Background: an optimization exercise with open tools, aiming at small area, a short achievable clock period and few clock cycles per item. Do not read the settings as production practice. No functional check of the RTL was part of any run shown here.

`design/flow/run.sh`:
```
#!/bin/bash
# synth_recipe.tcl (not shown) runs the flow's synth.tcl, then flattens the netlist and writes it again
# the make line also repeats each setting of config.mk as NAME=value (left out here)
make -C /OpenROAD-flow-scripts/flow DESIGN_CONFIG=/design/flow/config.mk WORK_HOME=/design/flow/orfs CLKGATE_MAP_FILE= SYNTH_SCRIPT=/design/flow/synth_recipe.tcl finish
```
`design/flow/config.mk`:
```
export PLATFORM = sky130hd
export DESIGN_NAME = oxygen_cell_calibrate_and_mod
export DESIGN_NICKNAME = oxygen_cell_calibrate_and_mod
export VERILOG_FILES = /design/flow/design.v
export SDC_FILE = /design/flow/constraint.sdc
export NUM_CORES = 4
export LEC_CHECK = 0
export CAP_MARGIN = 20
export CORE_MARGIN = 2
export CORE_UTILIZATION = 60
export SETUP_SLACK_MARGIN = 1.5
export SLEW_MARGIN = 20
```
`design/flow/constraint.sdc`:
```
create_clock -name core_clock -period 6.0 [get_ports {clk}]
set_input_delay 1.2000 -clock core_clock [delete_from_list [all_inputs] [get_ports {clk}]]
set_output_delay 1.2000 -clock core_clock [all_outputs]
set_load 0.01 [all_outputs]
```
`design/flow/design.v`:
```
`timescale 1ns / 1ps
`default_nettype none
package ocm_pkg;
    localparam int SAMPLE_W    = 16;
    localparam int CFG_W       = 8;
    localparam int CFG_IDX_W   = 2;
    localparam int O2_W        = 10;
    localparam int DEPTH_W     = 15;
    localparam int ACC_W       = 20;
    localparam int REF_W       = ACC_W - 1;
    localparam int PROD_W      = CFG_W + SAMPLE_W - 1;
    localparam logic OP_MEAS = 1'b0;
    localparam logic OP_CAL  = 1'b1;
    typedef enum logic [CFG_IDX_W-1:0] {
        REG_AIR_O2       = 2'd0,
        REG_LIMIT_NORMAL = 2'd1,
        REG_LIMIT_TECH   = 2'd2
    } cfg_reg_t;
    localparam logic [CFG_W-1:0] AIR_O2_RESET       = 8'd209;
    localparam logic [CFG_W-1:0] LIMIT_NORMAL_RESET = 8'd140;
    localparam logic [CFG_W-1:0] LIMIT_TECH_RESET   = 8'd160;
    localparam int O2_MIN       = 10;
    localparam int O2_MAX       = 1000;
    localparam int MOD_SCALE    = 1000;
    localparam int DEPTH_OFFSET = 100;
    localparam int DEPTH_MAX    = 32767;
endpackage
`default_nettype wire
`timescale 1ns / 1ps
`default_nettype none
module ocm_div #(
    parameter int WIDTH = 8,
    parameter int ARCH  = 0
) (
    input  logic [WIDTH-1:0] a,
    input  logic [WIDTH-1:0] b,
    output logic [WIDTH-1:0] diff,
    output logic             ge
);
    localparam int LG = (WIDTH > 1) ? $clog2(WIDTH) : 1;
    logic [WIDTH-1:0] pp, gg;
    logic [WIDTH-1:0] p, g;
    assign pp = a ^ ~b;
    assign gg = a & ~b;
    always_comb
    begin
        p = pp;
        g = gg;
        g[0] = gg[0] | pp[0];
        if (ARCH == 0)
        begin
            for (int i = 1; i <= LG; i = i + 1)
                for (int j = 2**i - 1; j < WIDTH; j = j + 2**i)
                begin
                    g[j] = g[j] | (p[j] & g[j - 2**(i-1)]);
                    p[j] = p[j] & p[j - 2**(i-1)];
                end
            for (int i = LG; i > 0; i = i - 1)
                for (int j = 2**i + 2**(i-1) - 1; j < WIDTH; j = j + 2**i)
                begin
                    g[j] = g[j] | (p[j] & g[j - 2**(i-1)]);
                    p[j] = p[j] & p[j - 2**(i-1)];
                end
        end
        else if (ARCH == 1)
        begin
            for (int j = WIDTH - 1; j >= 1; j = j - 1)
                if (j % 2 == 1)
                begin
                    g[j] = g[j] | (p[j] & g[j - 1]);
                    p[j] = p[j] & p[j - 1];
                end
            for (int i = 1; i < LG; i = i + 1)
                for (int j = WIDTH - 1; j >= 2**i; j = j - 1)
                    if (j % 2 == 1)
                    begin
                        g[j] = g[j] | (p[j] & g[j - 2**i]);
                        p[j] = p[j] & p[j - 2**i];
                    end
            for (int j = WIDTH - 1; j >= 2; j = j - 1)
                if (j % 2 == 0)
                begin
                    g[j] = g[j] | (p[j] & g[j - 1]);
                    p[j] = p[j] & p[j - 1];
                end
        end
        else
        begin
            for (int i = 0; i < LG; i = i + 1)
                for (int j = WIDTH - 1; j >= 2**i; j = j - 1)
                begin
                    g[j] = g[j] | (p[j] & g[j - 2**i]);
                    p[j] = p[j] & p[j - 2**i];
                end
        end
    end
    assign diff = pp ^ {g[WIDTH-2:0], 1'b1};
    assign ge   = g[WIDTH-1];
endmodule
`default_nettype wire
`timescale 1ns / 1ps
`default_nettype none
import ocm_pkg::*;
module oxygen_cell_calibrate_and_mod #(
    parameter int CAL_SAMPLES = 10
) (
    input  logic                                  clk,
    input  logic                                  rst_n,
    input  logic                                  in_valid,
    output logic                                  in_stall,
    input  logic                                  opcode,
    input  logic signed [ocm_pkg::SAMPLE_W-1:0]   sample,
    output logic                                  out_valid,
    input  logic                                  out_stall,
    output logic [ocm_pkg::O2_W-1:0]              o2_tenths,
    output logic [ocm_pkg::DEPTH_W-1:0]           depth_normal_tenths,
    output logic [ocm_pkg::DEPTH_W-1:0]           depth_tech_tenths,
    output logic                                  calibration_done,
    output logic                                  not_calibrated,
    input  logic                                  cfg_valid,
    output logic                                  cfg_ready,
    input  logic [ocm_pkg::CFG_IDX_W-1:0]         cfg_index,
    input  logic [ocm_pkg::CFG_W-1:0]             cfg_data
);
    logic [7:0]  air_reg;
    logic [14:0] ln_reg, lt_reg;
    logic [19:0] acc_reg;
    logic [3:0]  cnt_reg;
    logic [18:0] ref_reg;
    logic [20:0] ref3_reg;
    logic [7:0]  lnr_reg, ltr_reg;
    logic        ref_ok_reg;
    logic        en, accept, cal_stall;
    logic [19:0] cal_sum;
    logic        cal_pos;
    logic v_s1, cal_s1, last_s1;
    logic [15:0] smp_s1;
    logic v_s2;
    logic [0:0] cal_s2;
    logic [0:0] nc_s2;
    logic [0:0] x_s2;
    logic [18:0] pl_s2;
    logic [18:0] ph_s2;
    logic v_s3;
    logic [0:0] cal_s3;
    logic [0:0] nc_s3;
    logic [0:0] x_s3;
    logic [25:0] p5_s3;
    logic v_s4;
    logic [0:0] cal_s4;
    logic [0:0] nc_s4;
    logic [0:0] x_s4;
    logic [0:0] ovf_s4;
    logic [18:0] rem_s4;
    logic [6:0] nl_s4;
    logic [1:0] q_s4;
    logic v_s5;
    logic [0:0] cal_s5;
    logic [0:0] nc_s5;
    logic [0:0] x_s5;
    logic [0:0] ovf_s5;
    logic [18:0] rem_s5;
    logic [4:0] nl_s5;
    logic [3:0] q_s5;
    logic v_s6;
    logic [0:0] cal_s6;
    logic [0:0] nc_s6;
    logic [0:0] x_s6;
    logic [0:0] ovf_s6;
    logic [18:0] rem_s6;
    logic [2:0] nl_s6;
    logic [5:0] q_s6;
    logic v_s7;
    logic [0:0] cal_s7;
    logic [0:0] nc_s7;
    logic [0:0] x_s7;
    logic [0:0] ovf_s7;
    logic [18:0] rem_s7;
    logic [0:0] nl_s7;
    logic [7:0] q_s7;
    logic v_s8;
    logic [0:0] cal_s8;
    logic [0:0] nc_s8;
    logic [0:0] x_s8;
    logic [9:0] o2_s8;
    logic [2:0] rn_s8;
    logic [2:0] rt_s8;
    logic v_s9;
    logic [0:0] cal_s9;
    logic [0:0] nc_s9;
    logic [0:0] x_s9;
    logic [9:0] o2_s9;
    logic [5:0] rn_s9;
    logic [5:0] rt_s9;
    logic [2:0] qn_s9;
    logic [2:0] qt_s9;
    logic v_s10;
    logic [0:0] cal_s10;
    logic [0:0] nc_s10;
    logic [0:0] x_s10;
    logic [9:0] o2_s10;
    logic [7:0] rn_s10;
    logic [7:0] rt_s10;
    logic [4:0] qn_s10;
    logic [4:0] qt_s10;
    logic v_s11;
    logic [0:0] cal_s11;
    logic [0:0] nc_s11;
    logic [0:0] x_s11;
    logic [9:0] o2_s11;
    logic [9:0] rn_s11;
    logic [9:0] rt_s11;
    logic [6:0] qn_s11;
    logic [6:0] qt_s11;
    logic v_s12;
    logic [0:0] cal_s12;
    logic [0:0] nc_s12;
    logic [0:0] x_s12;
    logic [9:0] o2_s12;
    logic [9:0] rn_s12;
    logic [9:0] rt_s12;
    logic [8:0] qn_s12;
    logic [8:0] qt_s12;
    logic v_s13;
    logic [0:0] cal_s13;
    logic [0:0] nc_s13;
    logic [0:0] x_s13;
    logic [9:0] o2_s13;
    logic [9:0] rn_s13;
    logic [9:0] rt_s13;
    logic [10:0] qn_s13;
    logic [10:0] qt_s13;
    logic v_s14;
    logic [0:0] cal_s14;
    logic [0:0] nc_s14;
    logic [0:0] x_s14;
    logic [9:0] o2_s14;
    logic [9:0] rn_s14;
    logic [9:0] rt_s14;
    logic [12:0] qn_s14;
    logic [12:0] qt_s14;
    logic v_s15;
    logic [0:0] cal_s15;
    logic [0:0] nc_s15;
    logic [0:0] x_s15;
    logic [9:0] o2_s15;
    logic [14:0] qn_s15;
    logic [14:0] qt_s15;
    logic [19:0] sum_1;
    assign sum_1 = acc_reg + {{4{smp_s1[15]}}, smp_s1};
    logic [0:0] pos_2;
    assign pos_2 = !sum_1[19] && (sum_1 != 20'd0);
    logic [0:0] nc_3;
    assign nc_3 = (cal_s1 && last_s1) ? !pos_2 : !ref_ok_reg;
    logic [0:0] x_4;
    assign x_4 = cal_s1 ? last_s1 : (smp_s1[15] || (smp_s1 == 16'd0));
    assign cal_sum = sum_1;
    assign cal_pos = pos_2;
    logic [14:0] s15_5;
    assign s15_5 = smp_s1[14:0];
    logic [18:0] pl_6;
    assign pl_6 = 19'(s15_5) * 19'(air_reg[3:0]);
    logic [18:0] ph_7;
    assign ph_7 = 19'(s15_5) * 19'(air_reg[7:4]);
    logic [25:0] p5_8;
    assign p5_8 = 26'(pl_s2) + 26'({pl_s2, 2'd0}) + 26'({ph_s2, 4'd0}) + 26'({ph_s2, 6'd0});
    logic [0:0] ovf_9;
    assign ovf_9 = ({2'b00, p5_s3[25:9]} >= ref_reg);
    logic [16:0] rem_10;
    assign rem_10 = p5_s3[25:9];
    logic [8:0] nl_11;
    assign nl_11 = p5_s3[8:0];
    logic [18:0] tr_12;
    assign tr_12 = {rem_10, nl_11[8], nl_11[7]};
    logic [20:0] df_13;
    logic [0:0] ge_14;
    ocm_div #(.WIDTH(21), .ARCH(0)) u_df_13 (.a(21'(tr_12)), .b(21'(ref_reg)), .diff(df_13), .ge(ge_14));
    logic [20:0] df_15;
    logic [0:0] ge_16;
    ocm_div #(.WIDTH(21), .ARCH(0)) u_df_15 (.a(21'(tr_12)), .b(21'({ref_reg, 1'b0})), .diff(df_15), .ge(ge_16));
    logic [20:0] df_17;
    logic [0:0] ge_18;
    ocm_div #(.WIDTH(21), .ARCH(0)) u_df_17 (.a(21'(tr_12)), .b(21'(ref3_reg)), .diff(df_17), .ge(ge_18));
    logic [18:0] rem_19;
    assign rem_19 = ge_18 ? df_17[18:0] : ge_16 ? df_15[18:0] : ge_14 ? df_13[18:0] : tr_12[18:0];
    logic [1:0] q_20;
    assign q_20 = {ge_16, (ge_18 || (ge_14 && !ge_16))};
    logic [6:0] nl_21;
    assign nl_21 = nl_11[6:0];
    logic [20:0] tr_22;
    assign tr_22 = {rem_s4, nl_s4[6], nl_s4[5]};
    logic [20:0] df_23;
    logic [0:0] ge_24;
    ocm_div #(.WIDTH(21), .ARCH(0)) u_df_23 (.a(21'(tr_22)), .b(21'(ref_reg)), .diff(df_23), .ge(ge_24));
    logic [20:0] df_25;
    logic [0:0] ge_26;
    ocm_div #(.WIDTH(21), .ARCH(0)) u_df_25 (.a(21'(tr_22)), .b(21'({ref_reg, 1'b0})), .diff(df_25), .ge(ge_26));
    logic [20:0] df_27;
    logic [0:0] ge_28;
    ocm_div #(.WIDTH(21), .ARCH(0)) u_df_27 (.a(21'(tr_22)), .b(21'(ref3_reg)), .diff(df_27), .ge(ge_28));
    logic [18:0] rem_29;
    assign rem_29 = ge_28 ? df_27[18:0] : ge_26 ? df_25[18:0] : ge_24 ? df_23[18:0] : tr_22[18:0];
    logic [3:0] q_30;
    assign q_30 = {q_s4, ge_26, (ge_28 || (ge_24 && !ge_26))};
    logic [4:0] nl_31;
    assign nl_31 = nl_s4[4:0];
    logic [20:0] tr_32;
    assign tr_32 = {rem_s5, nl_s5[4], nl_s5[3]};
    logic [20:0] df_33;
    logic [0:0] ge_34;
    ocm_div #(.WIDTH(21), .ARCH(0)) u_df_33 (.a(21'(tr_32)), .b(21'(ref_reg)), .diff(df_33), .ge(ge_34));
    logic [20:0] df_35;
    logic [0:0] ge_36;
    ocm_div #(.WIDTH(21), .ARCH(0)) u_df_35 (.a(21'(tr_32)), .b(21'({ref_reg, 1'b0})), .diff(df_35), .ge(ge_36));
    logic [20:0] df_37;
    logic [0:0] ge_38;
    ocm_div #(.WIDTH(21), .ARCH(0)) u_df_37 (.a(21'(tr_32)), .b(21'(ref3_reg)), .diff(df_37), .ge(ge_38));
    logic [18:0] rem_39;
    assign rem_39 = ge_38 ? df_37[18:0] : ge_36 ? df_35[18:0] : ge_34 ? df_33[18:0] : tr_32[18:0];
    logic [5:0] q_40;
    assign q_40 = {q_s5, ge_36, (ge_38 || (ge_34 && !ge_36))};
    logic [2:0] nl_41;
    assign nl_41 = nl_s5[2:0];
    logic [20:0] tr_42;
    assign tr_42 = {rem_s6, nl_s6[2], nl_s6[1]};
    logic [20:0] df_43;
    logic [0:0] ge_44;
    ocm_div #(.WIDTH(21), .ARCH(0)) u_df_43 (.a(21'(tr_42)), .b(21'(ref_reg)), .diff(df_43), .ge(ge_44));
    logic [20:0] df_45;
    logic [0:0] ge_46;
    ocm_div #(.WIDTH(21), .ARCH(0)) u_df_45 (.a(21'(tr_42)), .b(21'({ref_reg, 1'b0})), .diff(df_45), .ge(ge_46));
    logic [20:0] df_47;
    logic [0:0] ge_48;
    ocm_div #(.WIDTH(21), .ARCH(0)) u_df_47 (.a(21'(tr_42)), .b(21'(ref3_reg)), .diff(df_47), .ge(ge_48));
    logic [18:0] rem_49;
    assign rem_49 = ge_48 ? df_47[18:0] : ge_46 ? df_45[18:0] : ge_44 ? df_43[18:0] : tr_42[18:0];
    logic [7:0] q_50;
    assign q_50 = {q_s6, ge_46, (ge_48 || (ge_44 && !ge_46))};
    logic [0:0] nl_51;
    assign nl_51 = nl_s6[0:0];
    logic [20:0] tr_52;
    assign tr_52 = {rem_s7, nl_s7[0], 1'b0};
    logic [20:0] df_53;
    logic [0:0] ge_54;
    ocm_div #(.WIDTH(21), .ARCH(0)) u_df_53 (.a(21'(tr_52)), .b(21'(ref_reg)), .diff(df_53), .ge(ge_54));
    logic [20:0] df_55;
    logic [0:0] ge_56;
    ocm_div #(.WIDTH(21), .ARCH(0)) u_df_55 (.a(21'(tr_52)), .b(21'({ref_reg, 1'b0})), .diff(df_55), .ge(ge_56));
    logic [20:0] df_57;
    logic [0:0] ge_58;
    ocm_div #(.WIDTH(21), .ARCH(0)) u_df_57 (.a(21'(tr_52)), .b(21'(ref3_reg)), .diff(df_57), .ge(ge_58));
    logic [18:0] rem_59;
    assign rem_59 = ge_58 ? df_57[18:0] : ge_56 ? df_55[18:0] : ge_54 ? df_53[18:0] : tr_52[18:0];
    logic [9:0] q_60;
    assign q_60 = {q_s7, ge_56, (ge_58 || (ge_54 && !ge_56))};
    logic [9:0] o2_61;
    assign o2_61 = cal_s7 ? 10'd0 : nc_s7 ? 10'd1000 : x_s7 ? 10'd10 : ovf_s7 ? 10'd1000 : (q_60 > 10'd1000) ? 10'd1000 : (q_60 < 10'd10) ? 10'd10 : q_60;
    logic [2:0] rn_62;
    assign rn_62 = ln_reg[14:12];
    logic [2:0] rt_63;
    assign rt_63 = lt_reg[14:12];
    logic [3:0] trn_64;
    assign trn_64 = {rn_s8, ln_reg[11]};
    logic [9:0] df_65;
    logic [0:0] ge_66;
    ocm_div #(.WIDTH(10), .ARCH(0)) u_df_65 (.a(10'(trn_64)), .b(10'(o2_s8)), .diff(df_65), .ge(ge_66));
    logic [3:0] remn_67;
    assign remn_67 = ge_66 ? df_65[3:0] : trn_64[3:0];
    logic [0:0] qn_68;
    assign qn_68 = ge_66;
    logic [3:0] trt_69;
    assign trt_69 = {rt_s8, lt_reg[11]};
    logic [9:0] df_70;
    logic [0:0] ge_71;
    ocm_div #(.WIDTH(10), .ARCH(0)) u_df_70 (.a(10'(trt_69)), .b(10'(o2_s8)), .diff(df_70), .ge(ge_71));
    logic [3:0] remt_72;
    assign remt_72 = ge_71 ? df_70[3:0] : trt_69[3:0];
    logic [0:0] qt_73;
    assign qt_73 = ge_71;
    logic [4:0] trn_74;
    assign trn_74 = {remn_67, ln_reg[10]};
    logic [9:0] df_75;
    logic [0:0] ge_76;
    ocm_div #(.WIDTH(10), .ARCH(0)) u_df_75 (.a(10'(trn_74)), .b(10'(o2_s8)), .diff(df_75), .ge(ge_76));
    logic [4:0] remn_77;
    assign remn_77 = ge_76 ? df_75[4:0] : trn_74[4:0];
    logic [1:0] qn_78;
    assign qn_78 = {qn_68, ge_76};
    logic [4:0] trt_79;
    assign trt_79 = {remt_72, lt_reg[10]};
    logic [9:0] df_80;
    logic [0:0] ge_81;
    ocm_div #(.WIDTH(10), .ARCH(0)) u_df_80 (.a(10'(trt_79)), .b(10'(o2_s8)), .diff(df_80), .ge(ge_81));
    logic [4:0] remt_82;
    assign remt_82 = ge_81 ? df_80[4:0] : trt_79[4:0];
    logic [1:0] qt_83;
    assign qt_83 = {qt_73, ge_81};
    logic [5:0] trn_84;
    assign trn_84 = {remn_77, ln_reg[9]};
    logic [9:0] df_85;
    logic [0:0] ge_86;
    ocm_div #(.WIDTH(10), .ARCH(0)) u_df_85 (.a(10'(trn_84)), .b(10'(o2_s8)), .diff(df_85), .ge(ge_86));
    logic [5:0] remn_87;
    assign remn_87 = ge_86 ? df_85[5:0] : trn_84[5:0];
    logic [2:0] qn_88;
    assign qn_88 = {qn_78, ge_86};
    logic [5:0] trt_89;
    assign trt_89 = {remt_82, lt_reg[9]};
    logic [9:0] df_90;
    logic [0:0] ge_91;
    ocm_div #(.WIDTH(10), .ARCH(0)) u_df_90 (.a(10'(trt_89)), .b(10'(o2_s8)), .diff(df_90), .ge(ge_91));
    logic [5:0] remt_92;
    assign remt_92 = ge_91 ? df_90[5:0] : trt_89[5:0];
    logic [2:0] qt_93;
    assign qt_93 = {qt_83, ge_91};
    logic [6:0] trn_94;
    assign trn_94 = {rn_s9, ln_reg[8]};
    logic [9:0] df_95;
    logic [0:0] ge_96;
    ocm_div #(.WIDTH(10), .ARCH(0)) u_df_95 (.a(10'(trn_94)), .b(10'(o2_s9)), .diff(df_95), .ge(ge_96));
    logic [6:0] remn_97;
    assign remn_97 = ge_96 ? df_95[6:0] : trn_94[6:0];
    logic [3:0] qn_98;
    assign qn_98 = {qn_s9, ge_96};
    logic [6:0] trt_99;
    assign trt_99 = {rt_s9, lt_reg[8]};
    logic [9:0] df_100;
    logic [0:0] ge_101;
    ocm_div #(.WIDTH(10), .ARCH(0)) u_df_100 (.a(10'(trt_99)), .b(10'(o2_s9)), .diff(df_100), .ge(ge_101));
    logic [6:0] remt_102;
    assign remt_102 = ge_101 ? df_100[6:0] : trt_99[6:0];
    logic [3:0] qt_103;
    assign qt_103 = {qt_s9, ge_101};
    logic [7:0] trn_104;
    assign trn_104 = {remn_97, ln_reg[7]};
    logic [9:0] df_105;
    logic [0:0] ge_106;
    ocm_div #(.WIDTH(10), .ARCH(0)) u_df_105 (.a(10'(trn_104)), .b(10'(o2_s9)), .diff(df_105), .ge(ge_106));
    logic [7:0] remn_107;
    assign remn_107 = ge_106 ? df_105[7:0] : trn_104[7:0];
    logic [4:0] qn_108;
    assign qn_108 = {qn_98, ge_106};
    logic [7:0] trt_109;
    assign trt_109 = {remt_102, lt_reg[7]};
    logic [9:0] df_110;
    logic [0:0] ge_111;
    ocm_div #(.WIDTH(10), .ARCH(0)) u_df_110 (.a(10'(trt_109)), .b(10'(o2_s9)), .diff(df_110), .ge(ge_111));
    logic [7:0] remt_112;
    assign remt_112 = ge_111 ? df_110[7:0] : trt_109[7:0];
    logic [4:0] qt_113;
    assign qt_113 = {qt_103, ge_111};
    logic [8:0] trn_114;
    assign trn_114 = {rn_s10, ln_reg[6]};
    logic [9:0] df_115;
    logic [0:0] ge_116;
    ocm_div #(.WIDTH(10), .ARCH(0)) u_df_115 (.a(10'(trn_114)), .b(10'(o2_s10)), .diff(df_115), .ge(ge_116));
    logic [8:0] remn_117;
    assign remn_117 = ge_116 ? df_115[8:0] : trn_114[8:0];
    logic [5:0] qn_118;
    assign qn_118 = {qn_s10, ge_116};
    logic [8:0] trt_119;
    assign trt_119 = {rt_s10, lt_reg[6]};
    logic [9:0] df_120;
    logic [0:0] ge_121;
    ocm_div #(.WIDTH(10), .ARCH(0)) u_df_120 (.a(10'(trt_119)), .b(10'(o2_s10)), .diff(df_120), .ge(ge_121));
    logic [8:0] remt_122;
    assign remt_122 = ge_121 ? df_120[8:0] : trt_119[8:0];
    logic [5:0] qt_123;
    assign qt_123 = {qt_s10, ge_121};
    logic [9:0] trn_124;
    assign trn_124 = {remn_117, ln_reg[5]};
    logic [9:0] df_125;
    logic [0:0] ge_126;
    ocm_div #(.WIDTH(10), .ARCH(0)) u_df_125 (.a(10'(trn_124)), .b(10'(o2_s10)), .diff(df_125), .ge(ge_126));
    logic [9:0] remn_127;
    assign remn_127 = ge_126 ? df_125[9:0] : trn_124[9:0];
    logic [6:0] qn_128;
    assign qn_128 = {qn_118, ge_126};
    logic [9:0] trt_129;
    assign trt_129 = {remt_122, lt_reg[5]};
    logic [9:0] df_130;
    logic [0:0] ge_131;
    ocm_div #(.WIDTH(10), .ARCH(0)) u_df_130 (.a(10'(trt_129)), .b(10'(o2_s10)), .diff(df_130), .ge(ge_131));
    logic [9:0] remt_132;
    assign remt_132 = ge_131 ? df_130[9:0] : trt_129[9:0];
    logic [6:0] qt_133;
    assign qt_133 = {qt_123, ge_131};
    logic [10:0] trn_134;
    assign trn_134 = {rn_s11, ln_reg[4]};
    logic [10:0] df_135;
    logic [0:0] ge_136;
    ocm_div #(.WIDTH(11), .ARCH(0)) u_df_135 (.a(11'(trn_134)), .b(11'(o2_s11)), .diff(df_135), .ge(ge_136));
    logic [9:0] remn_137;
    assign remn_137 = ge_136 ? df_135[9:0] : trn_134[9:0];
    logic [7:0] qn_138;
    assign qn_138 = {qn_s11, ge_136};
    logic [10:0] trt_139;
    assign trt_139 = {rt_s11, lt_reg[4]};
    logic [10:0] df_140;
    logic [0:0] ge_141;
    ocm_div #(.WIDTH(11), .ARCH(0)) u_df_140 (.a(11'(trt_139)), .b(11'(o2_s11)), .diff(df_140), .ge(ge_141));
    logic [9:0] remt_142;
    assign remt_142 = ge_141 ? df_140[9:0] : trt_139[9:0];
    logic [7:0] qt_143;
    assign qt_143 = {qt_s11, ge_141};
    logic [10:0] trn_144;
    assign trn_144 = {remn_137, ln_reg[3]};
    logic [10:0] df_145;
    logic [0:0] ge_146;
    ocm_div #(.WIDTH(11), .ARCH(0)) u_df_145 (.a(11'(trn_144)), .b(11'(o2_s11)), .diff(df_145), .ge(ge_146));
    logic [9:0] remn_147;
    assign remn_147 = ge_146 ? df_145[9:0] : trn_144[9:0];
    logic [8:0] qn_148;
    assign qn_148 = {qn_138, ge_146};
    logic [10:0] trt_149;
    assign trt_149 = {remt_142, lt_reg[3]};
    logic [10:0] df_150;
    logic [0:0] ge_151;
    ocm_div #(.WIDTH(11), .ARCH(0)) u_df_150 (.a(11'(trt_149)), .b(11'(o2_s11)), .diff(df_150), .ge(ge_151));
    logic [9:0] remt_152;
    assign remt_152 = ge_151 ? df_150[9:0] : trt_149[9:0];
    logic [8:0] qt_153;
    assign qt_153 = {qt_143, ge_151};
    logic [10:0] trn_154;
    assign trn_154 = {rn_s12, ln_reg[2]};
    logic [10:0] df_155;
    logic [0:0] ge_156;
    ocm_div #(.WIDTH(11), .ARCH(0)) u_df_155 (.a(11'(trn_154)), .b(11'(o2_s12)), .diff(df_155), .ge(ge_156));
    logic [9:0] remn_157;
    assign remn_157 = ge_156 ? df_155[9:0] : trn_154[9:0];
    logic [9:0] qn_158;
    assign qn_158 = {qn_s12, ge_156};
    logic [10:0] trt_159;
    assign trt_159 = {rt_s12, lt_reg[2]};
    logic [10:0] df_160;
    logic [0:0] ge_161;
    ocm_div #(.WIDTH(11), .ARCH(0)) u_df_160 (.a(11'(trt_159)), .b(11'(o2_s12)), .diff(df_160), .ge(ge_161));
    logic [9:0] remt_162;
    assign remt_162 = ge_161 ? df_160[9:0] : trt_159[9:0];
    logic [9:0] qt_163;
    assign qt_163 = {qt_s12, ge_161};
    logic [10:0] trn_164;
    assign trn_164 = {remn_157, ln_reg[1]};
    logic [10:0] df_165;
    logic [0:0] ge_166;
    ocm_div #(.WIDTH(11), .ARCH(0)) u_df_165 (.a(11'(trn_164)), .b(11'(o2_s12)), .diff(df_165), .ge(ge_166));
    logic [9:0] remn_167;
    assign remn_167 = ge_166 ? df_165[9:0] : trn_164[9:0];
    logic [10:0] qn_168;
    assign qn_168 = {qn_158, ge_166};
    logic [10:0] trt_169;
    assign trt_169 = {remt_162, lt_reg[1]};
    logic [10:0] df_170;
    logic [0:0] ge_171;
    ocm_div #(.WIDTH(11), .ARCH(0)) u_df_170 (.a(11'(trt_169)), .b(11'(o2_s12)), .diff(df_170), .ge(ge_171));
    logic [9:0] remt_172;
    assign remt_172 = ge_171 ? df_170[9:0] : trt_169[9:0];
    logic [10:0] qt_173;
    assign qt_173 = {qt_163, ge_171};
    logic [10:0] trn_174;
    assign trn_174 = {rn_s13, ln_reg[0]};
    logic [10:0] df_175;
    logic [0:0] ge_176;
    ocm_div #(.WIDTH(11), .ARCH(0)) u_df_175 (.a(11'(trn_174)), .b(11'(o2_s13)), .diff(df_175), .ge(ge_176));
    logic [9:0] remn_177;
    assign remn_177 = ge_176 ? df_175[9:0] : trn_174[9:0];
    logic [11:0] qn_178;
    assign qn_178 = {qn_s13, ge_176};
    logic [10:0] trt_179;
    assign trt_179 = {rt_s13, lt_reg[0]};
    logic [10:0] df_180;
    logic [0:0] ge_181;
    ocm_div #(.WIDTH(11), .ARCH(0)) u_df_180 (.a(11'(trt_179)), .b(11'(o2_s13)), .diff(df_180), .ge(ge_181));
    logic [9:0] remt_182;
    assign remt_182 = ge_181 ? df_180[9:0] : trt_179[9:0];
    logic [11:0] qt_183;
    assign qt_183 = {qt_s13, ge_181};
    logic [10:0] trn_184;
    assign trn_184 = {remn_177, 1'b0};
    logic [10:0] df_185;
    logic [0:0] ge_186;
    ocm_div #(.WIDTH(11), .ARCH(0)) u_df_185 (.a(11'(trn_184)), .b(11'(o2_s13)), .diff(df_185), .ge(ge_186));
    logic [9:0] remn_187;
    assign remn_187 = ge_186 ? df_185[9:0] : trn_184[9:0];
    logic [12:0] qn_188;
    assign qn_188 = {qn_178, ge_186};
    logic [10:0] trt_189;
    assign trt_189 = {remt_182, 1'b0};
    logic [10:0] df_190;
    logic [0:0] ge_191;
    ocm_div #(.WIDTH(11), .ARCH(0)) u_df_190 (.a(11'(trt_189)), .b(11'(o2_s13)), .diff(df_190), .ge(ge_191));
    logic [9:0] remt_192;
    assign remt_192 = ge_191 ? df_190[9:0] : trt_189[9:0];
    logic [12:0] qt_193;
    assign qt_193 = {qt_183, ge_191};
    logic [10:0] trn_194;
    assign trn_194 = {rn_s14, 1'b0};
    logic [10:0] df_195;
    logic [0:0] ge_196;
    ocm_div #(.WIDTH(11), .ARCH(0)) u_df_195 (.a(11'(trn_194)), .b(11'(o2_s14)), .diff(df_195), .ge(ge_196));
    logic [9:0] remn_197;
    assign remn_197 = ge_196 ? df_195[9:0] : trn_194[9:0];
    logic [13:0] qn_198;
    assign qn_198 = {qn_s14, ge_196};
    logic [10:0] trt_199;
    assign trt_199 = {rt_s14, 1'b0};
    logic [10:0] df_200;
    logic [0:0] ge_201;
    ocm_div #(.WIDTH(11), .ARCH(0)) u_df_200 (.a(11'(trt_199)), .b(11'(o2_s14)), .diff(df_200), .ge(ge_201));
    logic [9:0] remt_202;
    assign remt_202 = ge_201 ? df_200[9:0] : trt_199[9:0];
    logic [13:0] qt_203;
    assign qt_203 = {qt_s14, ge_201};
    logic [10:0] trn_204;
    assign trn_204 = {remn_197, 1'b0};
    logic [10:0] df_205;
    logic [0:0] ge_206;
    ocm_div #(.WIDTH(11), .ARCH(0)) u_df_205 (.a(11'(trn_204)), .b(11'(o2_s14)), .diff(df_205), .ge(ge_206));
    logic [9:0] remn_207;
    assign remn_207 = ge_206 ? df_205[9:0] : trn_204[9:0];
    logic [14:0] qn_208;
    assign qn_208 = {qn_198, ge_206};
    logic [10:0] trt_209;
    assign trt_209 = {remt_202, 1'b0};
    logic [10:0] df_210;
    logic [0:0] ge_211;
    ocm_div #(.WIDTH(11), .ARCH(0)) u_df_210 (.a(11'(trt_209)), .b(11'(o2_s14)), .diff(df_210), .ge(ge_211));
    logic [9:0] remt_212;
    assign remt_212 = ge_211 ? df_210[9:0] : trt_209[9:0];
    logic [14:0] qt_213;
    assign qt_213 = {qt_203, ge_211};
    logic [14:0] depn_214;
    assign depn_214 = (cal_s15 || (qn_s15 < 15'd100)) ? 15'd0 : (qn_s15 - 15'd100);
    logic [14:0] dept_215;
    assign dept_215 = (cal_s15 || (qt_s15 < 15'd100)) ? 15'd0 : (qt_s15 - 15'd100);
    logic [0:0] done_216;
    assign done_216 = cal_s15 && x_s15;
    assign en        = !(v_s15 && out_stall);
    assign cal_stall = (cnt_reg == 4'd9) && ((v_s1 && !cal_s1) || (v_s2 && !cal_s2) || (v_s3 && !cal_s3) || (v_s4 && !cal_s4) || (v_s5 && !cal_s5) || (v_s6 && !cal_s6) || (v_s7 && !cal_s7));
    assign in_stall  = !en || cal_stall;
    assign accept    = in_valid && !in_stall;
    always_ff @(posedge clk or negedge rst_n)
    begin
        if (!rst_n)
        begin
            air_reg    <= 8'd209;
            ln_reg     <= 15'd17500;
            lt_reg     <= 15'd20000;
            acc_reg    <= '0;
            cnt_reg    <= '0;
            ref_reg    <= '0;
            ref_ok_reg <= 1'b0;
            v_s1       <= 1'b0;
            v_s2 <= 1'b0;
            v_s3 <= 1'b0;
            v_s4 <= 1'b0;
            v_s5 <= 1'b0;
            v_s6 <= 1'b0;
            v_s7 <= 1'b0;
            v_s8 <= 1'b0;
            v_s9 <= 1'b0;
            v_s10 <= 1'b0;
            v_s11 <= 1'b0;
            v_s12 <= 1'b0;
            v_s13 <= 1'b0;
            v_s14 <= 1'b0;
            v_s15 <= 1'b0;
        end
        else
        begin
            if (cfg_valid)
            begin
                case (cfg_index)
                    2'd0: air_reg  <= cfg_data;
                    2'd1: ln_reg   <= {cfg_data, 7'd0} - 15'(cfg_data) - {6'd0, cfg_data, 1'b0};
                    2'd2: lt_reg   <= {cfg_data, 7'd0} - 15'(cfg_data) - {6'd0, cfg_data, 1'b0};
                    default: ;
                endcase
            end
            if (accept && opcode)
                cnt_reg <= (cnt_reg == 4'd9) ? 4'd0 : cnt_reg + 4'd1;
            if (en)
            begin
                v_s1 <= accept;
                v_s2 <= v_s1;
                v_s3 <= v_s2;
                v_s4 <= v_s3;
                v_s5 <= v_s4;
                v_s6 <= v_s5;
                v_s7 <= v_s6;
                v_s8 <= v_s7;
                v_s9 <= v_s8;
                v_s10 <= v_s9;
                v_s11 <= v_s10;
                v_s12 <= v_s11;
                v_s13 <= v_s12;
                v_s14 <= v_s13;
                v_s15 <= v_s14;
                if (v_s1 && cal_s1)
                begin
                    if (last_s1)
                    begin
                        ref_reg    <= cal_sum[18:0];
                        ref_ok_reg <= cal_pos;
                        acc_reg    <= '0;
                    end
                    else
                        acc_reg <= cal_sum;
                end
            end
        end
    end
    always_ff @(posedge clk)
    begin
        ref3_reg <= 21'(ref_reg) + {1'b0, ref_reg, 1'b0};
        if (en)
        begin
            cal_s1  <= opcode;
            last_s1 <= (cnt_reg == 4'd9);
            smp_s1  <= sample;
            cal_s2 <= cal_s1;
            nc_s2 <= nc_3;
            x_s2 <= x_4;
            pl_s2 <= pl_6;
            ph_s2 <= ph_7;
            cal_s3 <= cal_s2;
            nc_s3 <= nc_s2;
            x_s3 <= x_s2;
            p5_s3 <= p5_8;
            cal_s4 <= cal_s3;
            nc_s4 <= nc_s3;
            x_s4 <= x_s3;
            ovf_s4 <= ovf_9;
            rem_s4 <= rem_19;
            nl_s4 <= nl_21;
            q_s4 <= q_20;
            cal_s5 <= cal_s4;
            nc_s5 <= nc_s4;
            x_s5 <= x_s4;
            ovf_s5 <= ovf_s4;
            rem_s5 <= rem_29;
            nl_s5 <= nl_31;
            q_s5 <= q_30;
            cal_s6 <= cal_s5;
            nc_s6 <= nc_s5;
            x_s6 <= x_s5;
            ovf_s6 <= ovf_s5;
            rem_s6 <= rem_39;
            nl_s6 <= nl_41;
            q_s6 <= q_40;
            cal_s7 <= cal_s6;
            nc_s7 <= nc_s6;
            x_s7 <= x_s6;
            ovf_s7 <= ovf_s6;
            rem_s7 <= rem_49;
            nl_s7 <= nl_51;
            q_s7 <= q_50;
            cal_s8 <= cal_s7;
            nc_s8 <= nc_s7;
            x_s8 <= x_s7;
            o2_s8 <= o2_61;
            rn_s8 <= rn_62;
            rt_s8 <= rt_63;
            cal_s9 <= cal_s8;
            nc_s9 <= nc_s8;
            x_s9 <= x_s8;
            o2_s9 <= o2_s8;
            rn_s9 <= remn_87;
            rt_s9 <= remt_92;
            qn_s9 <= qn_88;
            qt_s9 <= qt_93;
            cal_s10 <= cal_s9;
            nc_s10 <= nc_s9;
            x_s10 <= x_s9;
            o2_s10 <= o2_s9;
            rn_s10 <= remn_107;
            rt_s10 <= remt_112;
            qn_s10 <= qn_108;
            qt_s10 <= qt_113;
            cal_s11 <= cal_s10;
            nc_s11 <= nc_s10;
            x_s11 <= x_s10;
            o2_s11 <= o2_s10;
            rn_s11 <= remn_127;
            rt_s11 <= remt_132;
            qn_s11 <= qn_128;
            qt_s11 <= qt_133;
            cal_s12 <= cal_s11;
            nc_s12 <= nc_s11;
            x_s12 <= x_s11;
            o2_s12 <= o2_s11;
            rn_s12 <= remn_147;
            rt_s12 <= remt_152;
            qn_s12 <= qn_148;
            qt_s12 <= qt_153;
            cal_s13 <= cal_s12;
            nc_s13 <= nc_s12;
            x_s13 <= x_s12;
            o2_s13 <= o2_s12;
            rn_s13 <= remn_167;
            rt_s13 <= remt_172;
            qn_s13 <= qn_168;
            qt_s13 <= qt_173;
            cal_s14 <= cal_s13;
            nc_s14 <= nc_s13;
            x_s14 <= x_s13;
            o2_s14 <= o2_s13;
            rn_s14 <= remn_187;
            rt_s14 <= remt_192;
            qn_s14 <= qn_188;
            qt_s14 <= qt_193;
            cal_s15 <= cal_s14;
            nc_s15 <= nc_s14;
            x_s15 <= x_s14;
            o2_s15 <= o2_s14;
            qn_s15 <= qn_208;
            qt_s15 <= qt_213;
        end
    end
    assign cfg_ready           = 1'b1;
    assign out_valid           = v_s15;
    assign o2_tenths           = o2_s15;
    assign depth_normal_tenths = depn_214;
    assign depth_tech_tenths   = dept_215;
    assign calibration_done    = done_216;
    assign not_calibrated      = nc_s15;
endmodule
`default_nettype wire
```
==> flow_metrics.tcl, run 1 <==
set metrics [dict create \
    fin_util 0.702 \
    finalSetupViolCount 0 \
    initial_core_util 0.607 \
    antenna_found_initial 0 \
    remaining_drc_errors 0 \
    postRouteAntennaNets 0 \
    diodes 0 \
    finalNonFillerCells 6290 \
    die_area_um2 90200 \
    worstPathRequired_ps 6400 \
    grt_pass1_vias 36930 \
    min_period_ps 5060 \
    slew_violations 0 \
    syn_inst 4695 \
    core_area_um2 86900 \
    synth-xor-area-share 0.0490 \
    synth-main-ff-cell "edfxtp_1" \
    routed_wl_um 126000 \
    hold_class "register to register" \
    place_hpwl_um 92400 \
    cp_slowest_cell "edfxtp_1" \
    nFillCells 6400 \
    cts_tree "done" \
    synth_area_per_cell_um2 11.2 \
    place_area_um2 55500 \
    worstSkewPairLatency_ps 660 \
    rsz0062_at_grt "yes" \
    drt_iter0_markers 2668 \
    worst_slack_ps 940 \
    vias_per_cell 5.87 \
    largest_register_ff_count 26 \
    synth_edf_count 560 \
    fin_skew_ps 30.2 \
    num_vias 36922 \
    critPathLaunchType "register" \
    muxShareOfSynthArea 0.0469 \
    status "finished clean" \
    area_growth_pct 15.8 \
    synthAdderAreaFrac 0.272 \
    critPathKind "register to register" \
    wire_per_inst_um 20.0 \
    worstSetupEndpointType "register" \
    track_usage 0.282 \
    drive_above_1_share 0.174 \
    async_reset_ff_frac 0.143 \
    cts.clk_slew.worst_paths_ps 60 \
    synth_compound_area_frac 0.135 \
    synth.cell_area_um2 52700 \
    yosysWarnings 4 \
    postLayoutCellArea_um2 61000 \
    cts_buffers 77 \
    fin_crit_sh 0.843 \
    ios 77 \
    reg2reg_slack_ps 940 \
    synth-seq-area-share 0.373 \
    cts_sinks 678 \
    path_cells "clkinvlp_4 > buf_6 > fa_2 > a21o_1 > a21o_1 > a21oi_2 > o21ai_2 > a31o_1 > a211o_4 > mux2_4 > ha_4 > a21o_1 > a21o_1 > a21o_1 > a21o_1 > a21o_1 > a21o_1 > a21o_1 > a211oi_4 > buf_6 > mux2_4" \
    max_freq_mhz 198 \
    num_rows 108 \
    drtPass1Iterations 5 \
    synth_top_family_by_area "adder cells" \
    crit_fanout 6 \
    cp.arrival_ps 5460 \
    preCtsSetupSlack_ps 517 \
    synth.distinct_cells 90 \
    hold_buffers 0 \
    numPortBuffers 75 \
    grt_pass1_wl_um 201000 \
    die_h_um 300 \
    drv_cap 0 \
    path_delay_family "compound AO/OA/AOI/OAI gates" \
    relSlewSlack 0.203 \
    cts.htree.levels 3 \
    grt_overflow 0 \
    cp_common_cell "a21o_1" \
    clockBufferDepth 3 \
    dp_cells 5883 \
    max_stage_delay_ps 400 \
    synth_nets 5690 \
    hold_viol_final 0 \
    cts_root_buf "clkbuf_16" \
    nets 6070 \
    critical_path_buf_inv_count 3 \
    gp_congestion 0.864 \
    yosys_register_bits 678 \
    synth-simple-area-share 0.0868 \
    grt_max_degree 170 \
    setup_tns_ps 0 \
    worst_slew_pin_slew_ps 1180 \
    die_width_um 300 \
]
==> routing by layer <==
metal / global-route usage / part of all wire / wire, µm
met5: 0 / 0 / 0
met4: 0.0698 / 0.024 / 3000
met3: 0.0321 / 0.046 / 5730
met2: 0.449 / 0.45 / 57100
met1: 0.414 / 0.48 / 59800
==> cell usage after synthesis (10+ instances only) <==
master / instances / area [µm²]
clkbuf_1: 71 / 267
inv_1: 375 / 1410
nand2_1: 282 / 1060
a31o_2: 13 / 114
o21ai_1: 13 / 65.1
nor2b_1: 45 / 282
dfstp_2: 15 / 394
a22o_1: 18 / 158
a211oi_1: 54 / 405
or2_2: 10 / 62.6
mux2_1: 46 / 518
nand4_1: 16 / 100
mux2i_1: 40 / 400
dfrtp_1: 82 / 2050
fa_1: 306 / 6130
ha_1: 657 / 8220
o31ai_1: 13 / 97.6
a31o_1: 14 / 123
nor3_1: 66 / 330
o22ai_1: 36 / 225
dfxtp_1: 21 / 420
o21bai_1: 44 / 330
xor2_1: 144 / 1260
nor2_1: 308 / 1160
nand2b_1: 43 / 269
and2_1: 51 / 319
nor4_1: 16 / 100
a21oi_1: 245 / 1230
xnor2_1: 151 / 1320
nand3_1: 69 / 345
buf_2: 18 / 90.1
o21ai_0: 200 / 1000
edfxtp_1: 560 / 16800
mux2_2: 130 / 1460
a211o_1: 27 / 236
o21a_1: 49 / 368
or3_1: 25 / 156
and3_1: 20 / 125
o211ai_1: 30 / 225
a21o_1: 180 / 1350
a31oi_1: 24 / 150
==> layout by cell type, fill, tap and decap left out, types with 74 or more instances in the layout <==
cell and count:
ha_1 631, edfxtp_1 560, inv_1 332, nor2_1 290, nand2_1 278, fa_1 273
buf_4 260, a21oi_1 221, o21ai_0 189, a21o_1 179, xnor2_1 151, xor2_1 144
mux2_2 91, mux2_4 91, clkbuf_16 80, dfrtp_1 77, clkdlybuf4s50_1 74
==> through the flow <==
stage / hold WS [ps]
5_1_grt: 417
2_1_floorplan: 400
3_3_place_gp: 401
4_1_cts: 414
3_5_place_dp: 405
6_report: 415
==> layout make-up <==
class / instances / area, µm² / area share
clock buffers: 99 / 2100 / 0.0345
multi-input cells: 3530 / 32300 / 0.530
inverters: 379 / 1460 / 0.0239
well taps: 1155 / 1450 / 0.0237
flip-flops and latches: 678 / 19700 / 0.323
repair inverters: 1 / 5.00 / 0.0000820
clock inverters: 40 / 393 / 0.00644
repair buffers: 408 / 3570 / 0.0585
==> kinds of logic (layout without fill, tap and decap cells) <==
group                    Yosys count  count (layout)
adder cells (fa/ha/maj)          963             963
buffers and inverters            488             927
flip-flops                       678             678
multiplexers                     222             222
AND/OR/NAND/NOR                  983             984
AO/OA/AOI/OAI                   1065            1065
other                              1               1
XOR/XNOR                         295             295
==> final timing paths <==
path                                          start                     end  depth (start not counted)
worst max-delay path            o2_s12[1]$_DFFE_PN_     rt_s13[3]$_DFFE_PN_                         21
worst min-delay path            qt_s11[1]$_DFFE_PN_     qt_s12[3]$_DFFE_PN_                          0
worst max register to register  o2_s12[1]$_DFFE_PN_     rt_s13[3]$_DFFE_PN_                         21
worst min register to register  qt_s11[1]$_DFFE_PN_     qt_s12[3]$_DFFE_PN_                          0
max in group asynchronous                     rst_n  ref_reg[4]$_DFFE_PN0P_                          2
min in group asynchronous                     rst_n        v_s7$_DFFE_PN0N_                          1
==> worst reg2reg max path: stages (launching register included) <==
cell        delay (ps)
edfxtp_1           400
clkinvlp_4         190
buf_6              160
fa_2               370
a21o_1             160
a21o_1             170
a21oi_2            160
o21ai_2             80
a31o_1             200
a211o_4            380
mux2_4             350
ha_4               210
a21o_1             170
a21o_1             180
a21o_1             150
a21o_1             170
a21o_1             160
a21o_1             190
a21o_1             190
a211oi_4           280
buf_6              190
mux2_4             310
==> what timing repair did <==
action	CTS	global route
endpoints found under the setup margin	163	171
setup buffers	181	76
pin swaps	98	103
resized for setup	151	105
gates cloned	9	2
==> inputs of run 2 (changes only) <==
--- a/design/flow/config.mk
+++ b/design/flow/config.mk
@@ -10,3 +10,3 @@
 export CORE_UTILIZATION = 60
-export SETUP_SLACK_MARGIN = 1.5
+export SETUP_SLACK_MARGIN = 1.2
 export SLEW_MARGIN = 20
==> run 2 against run 1 <==
Critical path depth rose by 5. Final cell count is 0.27% lower. Worst setup slack worse by 28 ps. Critical path type unchanged. Critical endpoint is now rn_s13[2]$_DFFE_PN_.
==> flow_metrics.tcl, run 2 <==
set metrics [dict create \
    status "finished clean" \
    cts_tree "done" \
    synth_area_per_cell_um2 11.2 \
    clockBufferDepth 3 \
    reg2reg_from "o2_s12[1]$_DFFE_PN_" \
    hold_viol_final 0 \
    die_width_um 300 \
    core_area_um2 86900 \
    grt_pass1_wl_um 197000 \
    finalNonFillerCells 6273 \
    async_reset_ff_frac 0.143 \
    gp_congestion 0.871 \
    nets 6048 \
    synth.distinct_cells 90 \
    cts_root_buf "clkbuf_16" \
    max_stage_delay_ps 450 \
    drv_cap 0 \
    r2r_cells 26 \
    critPathKind "register to register" \
    synth-seq-area-share 0.373 \
    drive_above_1_share 0.166 \
    fin_crit_sh 0.848 \
    fin_hold_ws_ps 412 \
    cp_slowest_cell "fa_1" \
    remaining_drc_errors 0 \
    yosys.area.top_type "edfxtp_1" \
    finalSetupViolCount 0 \
    crit_fanout 6 \
    largest_register_ff_count 26 \
    synth_edf_count 560 \
    drt_iter0_markers 2768 \
    hold_class "register to register" \
    numPortBuffers 75 \
    area_growth_pct 15.5 \
    initial_core_util 0.607 \
    final_cell_mix "ha_1, edfxtp_1, inv_1, nor2_1, nand2_1" \
    worst_slack_ps 912 \
    worstHoldEndpoint "nl_s4[6]$_DFFE_PN_" \
    postLayoutCellArea_um2 60800 \
    min-delay-start "p5_s3[6]$_DFFE_PN_" \
    max_freq_mhz 197 \
    worstPathRequired_ps 6390 \
    r2r_end "rn_s13[2]$_DFFE_PN_" \
    preCtsSetupSlack_ps 537 \
    whs_path_depth 0 \
    place_area_um2 55300 \
    antenna_found_initial 3 \
    fin_util 0.700 \
    cp_common_cell "buf_6" \
    cp.arrival_ps 5480 \
    synth_top_area_share 0.319 \
    grt_overflow 0 \
    die_area_um2 90200 \
    cts.clk_slew.worst_paths_ps 60 \
    cp.depth 26 \
    final_common_cell "ha_1" \
    relSlewSlack 0.288 \
    synth_most_common_cell "ha_1" \
    vias_per_cell 5.87 \
    min_period_ps 5090 \
    rsz0062_at_grt "yes" \
    setup_tns_ps 0 \
    cts.htree.levels 3 \
    synthTopCellsByCount "ha_1, edfxtp_1, inv_1" \
    synth_nets 5690 \
    critPathLaunchType "register" \
    critical_path_buf_inv_count 15 \
    fin_skew_ps 24.6 \
    cts_buffers 78 \
    num_rows 108 \
    yosysWarnings 4 \
    die_h_um 300 \
    syn_inst 4695 \
    hold_buffers 0 \
    yosys_register_bits 678 \
    drtPass1Iterations 7 \
    ios 77 \
    routed_wl_um 124000 \
    postRouteAntennaNets 0 \
    worst_slew_pin_slew_ps 1060 \
    dp_cells 5885 \
    num_vias 36826 \
    wire_per_inst_um 19.7 \
    place_hpwl_um 91800 \
    slew_violations 0 \
    synth-main-ff-cell "edfxtp_1" \
    worstSkewPairLatency_ps 650 \
    yosys-top-cells-area "edfxtp_1, ha_1, fa_1" \
    grt_max_degree 167 \
    track_usage 0.277 \
    cts_sinks 678 \
    reg2reg_slack_ps 910 \
    path_delay_family "buffers and inverters" \
    grt_pass1_vias 36583 \
    synth.cell_area_um2 52700 \
    worstSetupEndpointType "register" \
]
[run 2: cell counts after synthesis]
No cell type changed its count.
[run 2: area by class of cell]
type,count,area [µm²]
Antenna cell,1,2.50
Tap cell,1155,1450
Inverter,379,1460
Multi-Input combinational cell,3530,32300
Fill cell,6306,26000
Sequential cell,678,19700
Clock buffer,93,2060
Timing Repair Buffer,386,3400
Clock inverter,51,551
[run 2: cell families (layout without fill, tap and decap cells)]
group / count (synthesis) / in the layout / synth area share
AOI/OAI and AO/OA: 1065 / 1065 / 0.135
and+or+nand+nor: 983 / 984 / 0.0868
adders and majority gates: 963 / 963 / 0.272
DFF: 678 / 678 / 0.373
buffers and inverters: 488 / 909 / 0.0366
xor gates and xnor gates: 295 / 295 / 0.0490
muxes: 222 / 222 / 0.0469
other: 1 / 2 / 0.0000712
[run 2: how the worst max path moves through the flow]
stage,endpoint,slack [ps],from
floorplan,rt_s9[5]$_DFFE_PN_,1090,lt_reg[11]$_DFFE_PN1P_
global placement,rn_s14[9]$_DFFE_PN_,560,ln_reg[0]$_DFFE_PN0P_
detailed placement,rn_s14[9]$_DFFE_PN_,540,ln_reg[0]$_DFFE_PN0P_
CTS,rn_s12[4]$_DFFE_PN_,960,o2_s11[0]$_DFFE_PN_
global route,rt_s13[2]$_DFFE_PN_,790,lt_reg[2]$_DFFE_PN0P_
finish,rn_s13[2]$_DFFE_PN_,910,o2_s12[1]$_DFFE_PN_
[run 2: routing by layer]
layer | wire length, µm | GRT usage | share of wire | vias up
li1 | - | - | - | 17750
met1 | 58900 | 0.406 | 0.48 | 18049
met2 | 56000 | 0.436 | 0.45 | 845
met3 | 6110 | 0.0341 | 0.049 | 182
met4 | 2770 | 0.0749 | 0.022 | 0
met5 | 0 | 0 | 0 | -
[run 2: worst reg2reg max path, delay by kind of cell, from the launching register on]
family / cells / cell delay, ps
fa+ha+maj: 3 / 1060
compound gates: 6 / 1170
buf+inv: 15 / 1820
mux: 1 / 300
simple gates: 1 / 50
flops: 1 / 420
[run 2: repair_timing]
action,CTS,global route
resized for setup,117,155
endpoints found under the setup margin,115,135
pin swaps,94,126
setup buffers,162,73
gates cloned,5,3
endpoints found under the hold margin,0,0

[afterwards: timing with drivers on the ports]
No port has a modelled driver above. Below, the same layouts with a new extraction and two added sets of constraints.
Step 1, drivers: a clkbuf_16 drives clk and a buf_2 each remaining input, both assumed.
Step 2 also shifts input and output timing later by t, the mid clock arrival at the registers, as if the neighbouring blocks saw the same clock.
Slacks: no drivers / after step 1 / after step 2; pairs: no drivers / after step 1.
run	t, ns	setup slack, ns	worst setup path at the end
run 1	0.712	0.940 / 0.940 / 0.940	register to register
run 2	0.706	0.912 / 0.912 / 0.912	register to register
After both steps setup and hold are still met in every run listed.
